This is an optimization exercise on Yosys and OpenROAD, whose aim is small area, a short achievable clock period and few clock cycles per item, not a production implementation. Function was checked by simulation only, so behaviour that the tests miss may differ from the original.

fjord:
## nnTop
module nnTop #(
    parameter int NumNeurons = 10
) (
    input  logic CLK,
    input  logic rst,
    input  logic write,
    input  logic read,
    input  nnPkg::addr_t address,
    input  nnPkg::fixed_t writedata,
    output nnPkg::fixed_t readdata
);
Size in the first run: about 7400 cells after synthesis, ~77 I/O pins.
export LEC_CHECK = 0
export CAP_MARGIN = 20
export CORE_MARGIN = 2
export CORE_UTILIZATION = 45
export SLEW_MARGIN = 20
create_clock -name core_clock -period 12.5 [get_ports {CLK}]
standard.sh (not shown) runs the stock make flow with config.mk's settings and CLKGATE_MAP_FILE= SYNTH_SCRIPT=/design/flow/synth_recipe.tcl, a recipe that flattens the netlist after the stock synthesis.
==> flow/flow/run.sh <==
#!/bin/bash
# The standard layout (standard.sh) with these changes:
#  - after the standard synthesis, flow/polarity.py moves inverters between
#    full adders into the adders' polarity (a full adder with all inputs
#    inverted has both outputs inverted), which drops most of them; ABC's
#    combinational equivalence check must pass or the netlist stays as it was;
#  - port buffers are buf_4 rather than the default pick;
#  - clock tree leaves take larger clusters of registers, with no dummy
#    loads.
# Each tool writes its full output to a log file here.
set -euo pipefail
export BUFFER_PORTS_ARGS="-buffer_cell sky130_fd_sc_hd__buf_4"
export SETUP_SLACK_MARGIN=5.3
export CTS_ARGS="-sink_clustering_enable -repair_clock_nets -sink_clustering_size 16 -sink_clustering_max_diameter 200 -dont_use_dummy_load"
R=$PWD/orfs/results/$FLOW_PLATFORM/nnTop/base
bash standard.sh $R/1_2_yosys.v > synth.log 2>&1
cp $R/1_2_yosys.v netlist_synth.v
python3 flow/polarity.py netlist_synth.v netlist_polarity.v > polarity.log 2>&1
if bash flow/check_equiv.sh netlist_synth.v netlist_polarity.v > equiv.log 2>&1; then
  echo "equivalent: using the polarity netlist" >> polarity.log
  cp netlist_polarity.v $R/1_2_yosys.v
else
  echo "not shown equivalent: keeping the synthesis netlist" >> polarity.log
fi
bash standard.sh > standard.log 2>&1
Other scripts of this flow, unchanged in this note and not shown: flow/flow/check_equiv.sh, flow/flow/polarity.py
Testbench counts of fjord, summed over its fixed seeds: cycles 7,168, evals 512.
The following lists how raven was set up differently from fjord:
Settings: an added PLACE_DENSITY of 0.75.
## What came out
- Per the comparison of raven with fjord, post-CTS resize count shows a reduction of 54; minimum clock period climbed 21 ps; number of ordinary and repair buffers in the finished layout dropped 41.
- Area: raven vs fjord -> raven smaller
- From fjord to raven the numbers moved as follows: synthesized area roughly the same, maximum frequency did not really move, sequential fraction of total cell area has increased.
- Detailed route, raven vs fjord: via total higher for raven
- Comparing fjord and raven, global-route usage is higher on fjord.
Input changes introduced in cedar (baseline for comparison: raven):
Settings: CORE_UTILIZATION now 50, was 45; PLACE_DENSITY no longer set, was 0.75.
-- flow/flow/run.sh --
<<< raven, line 12
export BUFFER_PORTS_ARGS="-buffer_cell sky130_fd_sc_hd__buf_4"
export SETUP_SLACK_MARGIN=5.3
export CTS_ARGS="-sink_clustering_enable -repair_clock_nets -sink_clustering_size 16 -sink_clustering_max_diameter 200 -dont_use_dummy_load"
>>> cedar, line 12
export BUFFER_PORTS_ARGS="-buffer_cell sky130_fd_sc_hd__buf_4"
export SETUP_SLACK_MARGIN=5.5
export CTS_ARGS="-sink_clustering_enable -repair_clock_nets -sink_clustering_size 16 -sink_clustering_max_diameter 200 -dont_use_dummy_load"
## What came out
- On design area, the higher figure sits with cedar, not raven.
- Measured against each other, cedar and raven differ in setup slack, the lower figure coming from raven.
- cedar: number of placed instances with taps included lower than raven
Modified inputs, willow compared to cedar
Settings: CORE_UTILIZATION: 50 -> 55.
==> flow/flow/run.sh <==
#!/bin/bash
set -euo pipefail
export BUFFER_PORTS_ARGS="-buffer_cell sky130_fd_sc_hd__buf_4"
export SETUP_SLACK_MARGIN=5.6
R=$PWD/orfs/results/$FLOW_PLATFORM/nnTop/base
bash standard.sh $R/1_2_yosys.v > synth.log 2>&1
cp $R/1_2_yosys.v netlist_synth.v
python3 flow/polarity.py netlist_synth.v netlist_polarity.v > polarity.log 2>&1
if bash flow/check_equiv.sh netlist_synth.v netlist_polarity.v > equiv.log 2>&1; then
  echo "equivalent: using the polarity netlist" >> polarity.log
  cp netlist_polarity.v $R/1_2_yosys.v
else
  echo "not shown equivalent: keeping the synthesis netlist" >> polarity.log
fi
bash standard.sh > standard.log 2>&1
### Flow results
- Clock buffer count from CTS went up by more than a quarter going from cedar to willow.
- Looking only at worst hold margin, and setting everything else aside, the higher value of willow and cedar goes to willow.
- | number of nets in the final layout | willow vs cedar | 39 higher |
- willow reports its endpoint of the worst setup timing path as readdata[6] while cedar reports readdata[8].
- [compare] base=cedar new=willow: fmax has increased, length in cells of the worst reg-to-reg path has increased.
- Global-route wire length before repair sits higher in willow than in cedar.
- Summary of willow over cedar: die area now sits lower; shortest period the worst path allows now sits lower; worst-case headroom to the max-slew limit now sits lower.
For lagoon, these inputs were changed with respect to willow:
Settings: CORE_UTILIZATION: 55 -> 45.
-- flow/flow/run.sh --
<<< willow, line 3
export BUFFER_PORTS_ARGS="-buffer_cell sky130_fd_sc_hd__buf_4"
export SETUP_SLACK_MARGIN=5.6
R=$PWD/orfs/results/$FLOW_PLATFORM/nnTop/base
>>> lagoon, line 3
export BUFFER_PORTS_ARGS="-buffer_cell sky130_fd_sc_hd__buf_4"
export SETUP_SLACK_MARGIN=5.3
R=$PWD/orfs/results/$FLOW_PLATFORM/nnTop/base
--- outcome ---
The area of the multi-input gates of lagoon falls short of that of willow by 1.3%.
Launch point of the worst path: address[1] -> willow, address[7] -> lagoon
Comparing willow and lagoon, cell area after placement is lower on willow.
Going from willow to lagoon, met3 global-route usage -3.5 points, summed area of non-filler cells in the final layout went down by about 1.4%.

==> port drivers added, routing unchanged <==
In the flow no input, the clock included, has a driving cell. The finished layouts below were timed again as built, in two steps. Step 1 (the two cells are an assumption about what drives the block):
set clk [get_ports {CLK}]
set_driving_cell -lib_cell sky130_fd_sc_hd__clkbuf_16 $clk
set_driving_cell -lib_cell sky130_fd_sc_hd__buf_2 [delete_from_list [all_inputs] $clk]
Step 2, shift: input delay + t, output delay - t, t = (earliest + latest rising clock arrival at the registers) / 2. This alone moves slack from input paths to output paths. Slacks: no drivers / after step 1 / after step 2; pairs: no drivers / after step 1.
run | t (ns) | setup slack, ns | pins driven straight from the clock port
fjord | 0.730 | 5.200 / 5.115 / 5.115 | 1
raven | 0.736 | 5.179 / 5.068 / 5.068 | 1
cedar | 0.717 | 5.303 / 5.231 / 5.208 | 1
willow | 0.838 | 5.350 / 5.285 / 5.223 | 1
lagoon | 0.794 | 5.237 / 5.165 / 5.165 | 1
After both steps every run listed still meets setup and hold. The setup slack of willow, which loses most, moves by -0.065 ns with the drivers and by -0.127 ns with both steps.
